What follows belongs to an exercise in optimizing a design on an open flow for small area; a production flow would make more cautious choices.
RTL that was checked went through simulation tests only; none was proved equivalent to the original.
Power is estimated from default activity; no workload was simulated.

==> module ex_stage, before the edit <==
module ex_stage
#(
    parameter int XLEN = 32
) (
    input  logic            clk,
    input  logic            rst,
    input  logic            in_valid,
    input  logic [6:0]      opcode,
    input  logic [2:0]      funct3,
    input  logic [6:0]      funct7,
    input  logic [XLEN-1:0] rs1_data,
    input  logic [XLEN-1:0] rs2_data,
    input  logic [XLEN-1:0] imm,
    input  logic [XLEN-1:0] pc,
    output logic            out_valid,
    output logic [XLEN-1:0] out_result,
    output logic            out_illegal,
    output logic            redirect_valid,
    output logic [XLEN-1:0] redirect_pc
);
    logic is_op, is_opi, is_lui, is_auipc, is_jal, is_jalr, is_br;
    logic arith, link, f7n, f7a, bad;
    assign is_op    = (opcode == 7'b0110011);
    assign is_opi   = (opcode == 7'b0010011);
    assign is_lui   = (opcode == 7'b0110111);
    assign is_auipc = (opcode == 7'b0010111);
    assign is_jal   = (opcode == 7'b1101111);
    assign is_jalr  = (opcode == 7'b1100111);
    assign is_br    = (opcode == 7'b1100011);
    assign arith    = is_op | is_opi;
    assign link     = is_jal | is_jalr;
    assign f7n      = (funct7 == 7'b0000000);
    assign f7a      = (funct7 == 7'b0100000);
    assign bad = ~(arith | is_lui | is_auipc | link | is_br)
               | (is_op  & (funct3 == 3'b000 || funct3 == 3'b101) & ~(f7n | f7a))
               | (is_opi & (funct3 == 3'b101) & ~(f7n | f7a))
               | (arith  & (funct3 == 3'b001) & ~f7n)
               | (is_br  & (funct3[2:1] == 2'b01));
    logic sel_pc, sel_rev, sel_rs1, sel_four, sel_rs2, sub;
    assign sel_pc   = opcode[2] & (opcode[6] | ~opcode[5]);
    assign sel_rev  = ~opcode[2] & ~opcode[6] & (funct3 == 3'b001);
    assign sel_rs1  = ~opcode[2] & ~sel_rev;
    assign sel_four = opcode[2] & opcode[6];
    assign sel_rs2  = ~opcode[2] & opcode[5];
    assign sub = ~opcode[2] & (opcode[6] | (~funct3[2] & (funct3[1] | (~funct3[0] & opcode[5] & funct7[5]))));
    logic [31:0] rs1_rev, a, bx;
    always_comb begin
        for (int i = 0; i < 32; i++) begin
            rs1_rev[i] = rs1_data[31-i];
        end
    end
    assign a  = (pc & {32{sel_pc}}) | (rs1_rev & {32{sel_rev}}) | (rs1_data & {32{sel_rs1}});
    logic sel_imm;
    assign sel_imm = ~sel_rs2 & ~sel_four;
    assign bx = (rs2_data & {32{sel_rs2 & ~sub}}) | (~rs2_data & {32{sel_rs2 & sub}})
              | (imm & {32{sel_imm & ~sub}}) | (~imm & {32{sel_imm & sub}})
              | {29'd0, sel_four, 2'd0};
    logic [31:0] p, g, sum;
    assign p = a ^ bx;
    assign g = a & bx;
    logic        co;
    pg_add u_add (.p(p), .g(g), .ci(sub), .s(sum), .co(co));
    logic uns, lt, eq;
    assign uns = opcode[6] ? funct3[1] : funct3[0];
    assign lt  = ~co ^ (~uns & ~p[31]);              
    assign eq  = &p;
    logic [31:0] sr_lo, sr_hi, sr_lo_rev, sr_hi_rev;
    logic        fill;
    assign fill = funct3[2] & funct7[5] & a[31];
    always_comb begin
        logic [31:0] x, z;
        logic [3:0] d, e;
        for (int k = 0; k < 4; k++) begin
            d[k] = (bx[1:0] == k);
            e[k] = (bx[3:2] == k);
        end
        for (int i = 0; i < 32; i++) begin
            x[i] = 1'b0;
            for (int k = 0; k < 4; k++) x[i] = x[i] | (d[k] & ((i + k < 32) ? a[i + k] : fill));
        end
        for (int i = 0; i < 32; i++) begin
            z[i] = 1'b0;
            for (int k = 0; k < 4; k++) z[i] = z[i] | (e[k] & ((i + 4*k < 32) ? x[i + 4*k] : fill));
        end
        for (int i = 0; i < 32; i++) begin
            sr_lo[i] = z[i];
            sr_hi[i] = (i + 16 < 32) ? z[i + 16] : fill;
        end
    end
    always_comb begin
        for (int i = 0; i < 32; i++) begin
            sr_lo_rev[i] = sr_lo[31-i];
            sr_hi_rev[i] = sr_hi[31-i];
        end
    end
    logic redir, keep;
    logic s_sum, s_sll, s_srl, s_lt, s_x, s_a, alu;
    assign keep  = ~bad & ~redir;
    assign alu   = keep & ~opcode[2] & ~opcode[6];
    assign s_sum = keep & (opcode[2] | (~opcode[6] & (funct3 == 3'b000)));
    assign s_sll = alu & (funct3 == 3'b001);
    assign s_lt  = alu & (funct3[2:1] == 2'b01);
    assign s_srl = alu & (funct3 == 3'b101);
    assign s_x   = alu & funct3[2] & ~funct3[0];                       
    assign s_a   = alu & funct3[2] & funct3[1];                        
    logic [31:0] res, t1;
    assign res = (sum & {32{s_sum}})
               | (sr_lo_rev & {32{s_sll & ~bx[4]}}) | (sr_hi_rev & {32{s_sll & bx[4]}})
               | (sr_lo & {32{s_srl & ~bx[4]}}) | (sr_hi & {32{s_srl & bx[4]}})
               | (p & {32{s_x}}) | (g & {32{s_a}}) | {31'd0, lt & s_lt}
               | (t1 & {32{redir}});
    logic [31:0] tb, tsum, tgt;
    logic        taken;
    logic tjalr;
    assign tjalr = opcode[2] & ~opcode[3];
    assign tb    = tjalr ? rs1_data : pc;
    pg_add u_tgt (.p(tb ^ imm), .g(tb & imm), .ci(1'b0), .s(tsum), .co());
    assign tgt   = tsum & {31'h7fffffff, ~tjalr};
    assign taken = opcode[6] & (opcode[2] | ((funct3[2] ? lt : eq) ^ funct3[0]));
    logic        v1, ill1, tk1;
    logic [31:0] r1;
    assign redir = v1 & tk1 & ~ill1;
    always_ff @(posedge clk) begin
        v1   <= in_valid & ~rst & ~redir;
        ill1 <= bad;
        tk1  <= taken;
        r1   <= res;
        t1   <= tgt;
    end
    assign redirect_pc = r1;
    logic accept;
    assign accept = v1 & ~rst;
    always_ff @(posedge clk) begin
        out_valid      <= accept;
        out_illegal    <= accept & ill1;
        redirect_valid <= accept & tk1 & ~ill1;
        out_result     <= r1;
    end
endmodule
export LEC_CHECK = 0
export CAP_MARGIN = 5
export CORE_MARGIN = 2
export CORE_UTILIZATION = 60
export SLEW_MARGIN = 5
create_clock -name core_clock -period 7.0 [get_ports {clk}]
standard.sh (not shown) runs the stock make flow with config.mk's settings and CLKGATE_MAP_FILE= SYNTH_SCRIPT=/design/flow/synth_recipe.tcl, a recipe that flattens the netlist after the stock synthesis.
==> flow/flow/run.sh <==
#!/bin/bash
# The standard layout, with these changes:
#  - ABC maps with this folder's script (flow/abc.script, via flow/my_synth.tcl);
#  - full adder cells are left out, so ABC maps those gates itself;
#  - ports get the smallest buffer (buf_1);
#  - CTS adds no dummy loads to balance the clock tree.
set -euo pipefail
here=$(pwd)
cat > "$here/my_config.mk" <<EOF
include $here/config.mk
export DONT_USE_CELLS += $(cat "$here/flow/dont_use.txt")
EOF
bash standard.sh DESIGN_CONFIG="$here/my_config.mk" SYNTH_SCRIPT="$here/flow/my_synth.tcl" \
    BUFFER_PORTS_ARGS="-buffer_cell sky130_fd_sc_hd__buf_1" \
    CTS_ARGS="-sink_clustering_enable -repair_clock_nets -dont_use_dummy_load" finish > standard.log 2>&1
==> flow/flow/abc.script <==
strash
&get -n
&st
&dch
&nf -R 1000
&put
topo
stime -c
buffer -c
upsize -c
dnsize -c
==> flow/flow/dont_use.txt <==
sky130_fd_sc_hd__fa_1 sky130_fd_sc_hd__fa_2 sky130_fd_sc_hd__fa_4
==> flow/flow/my_synth.tcl <==
# The standard flow's synthesis, with ABC run on this folder's script instead of ORFS's
set ::my_flow_dir [file dirname [file normalize [info script]]]
proc abc {args} {
  set i [lsearch $args -script]
  if {$i >= 0} {
    lset args [expr {$i + 1}] [file join $::my_flow_dir abc.script]
  }
  yosys abc {*}$args
}
source [file join $::my_flow_dir .. synth_recipe.tcl]
Change:
--- a/flow/design.v
+++ b/flow/design.v
@@ -95,13 +95,13 @@
               | (imm & {32{sel_imm & ~sub}}) | (~imm & {32{sel_imm & sub}})
               | {29'd0, sel_four, 2'd0};
     logic [31:0] p, g, sum;
     assign p = a ^ bx;
     assign g = a & bx;
     logic        co;
-    pg_add u_add (.p(p), .g(g), .ci(sub), .s(sum), .co(co));
+    pg_add_sk u_add (.p(p), .g(g), .ci(sub), .s(sum), .co(co));
     logic uns, lt, eq;
     assign uns = opcode[6] ? funct3[1] : funct3[0];
     assign lt  = ~co ^ (~uns & ~p[31]);              
     assign eq  = &p;
     logic [31:0] sr_lo, sr_hi, sr_lo_rev, sr_hi_rev;
     logic        fill;
@@ -203,6 +203,34 @@
             end
         end
         s  = p ^ {gg[N-2:0], ci};
         co = gg[N-1];
     end
 endmodule
+module pg_add_sk #(
+    parameter int N = 32
+) (
+    input  logic [N-1:0] p,
+    input  logic [N-1:0] g,
+    input  logic         ci,
+    output logic [N-1:0] s,
+    output logic         co
+);
+    logic [N-1:0] gg, pp, gn, pn;
+    always_comb begin
+        gg = g;
+        pp = p;
+        gg[0] = g[0] | (p[0] & ci);
+        for (int l = 0; (1 << l) < N; l++) begin
+            gn = gg; pn = pp;
+            for (int i = 0; i < N; i++) begin
+                if ((i >> l) & 1) begin
+                    gn[i] = gg[i] | (pp[i] & gg[((i >> l) << l) - 1]);
+                    pn[i] = pp[i] & pp[((i >> l) << l) - 1];
+                end
+            end
+            gg = gn; pp = pn;
+        end
+        s  = p ^ {gg[N-2:0], ci};
+        co = gg[N-1];
+    end
+endmodule
What happened:
- global-route usage came out lower by 0.41 points
- worst setup slack gains 0.098 ns
- design area is about the same
- wire length went down by about 0.8%
- worst hold slack improved by 0.0045 ns
- clock power stays flat
- area after synthesis climbs by about 1.5%
No functional check of the RTL was part of the second run of this note.

afterwards: timing with drivers on the ports:
The flow's constraints put no driver on any port. The routed layouts listed below were extracted and timed again, unchanged, in two steps. Step 1, drivers: a clkbuf_16 drives clk and a buf_2 each remaining input, both assumed. Step 2 times the ports against the registers' clock, not the clock port: input delays grow and output delays shrink by t, the midpoint of the rising clock arrivals with the driver on. Three values: ideal ports, drivers, drivers and shift; two values: the first two.
run	t, ns	slack for setup (ns)	worst setup path after step 2	clock arrival spread, ns	worst slew at a driven data input, ns
the first run	0.398	0.418 / 0.442 / 0.044	input to register	0.017 / 0.018	0.04
the second run	0.402	0.516 / 0.542 / 0.140	input to register	0.017 / 0.018	0.04
After both steps setup and hold are still met in every run listed. The setup slack of the second run, which loses most, moves by +0.026 ns with the drivers and by -0.376 ns with both steps.
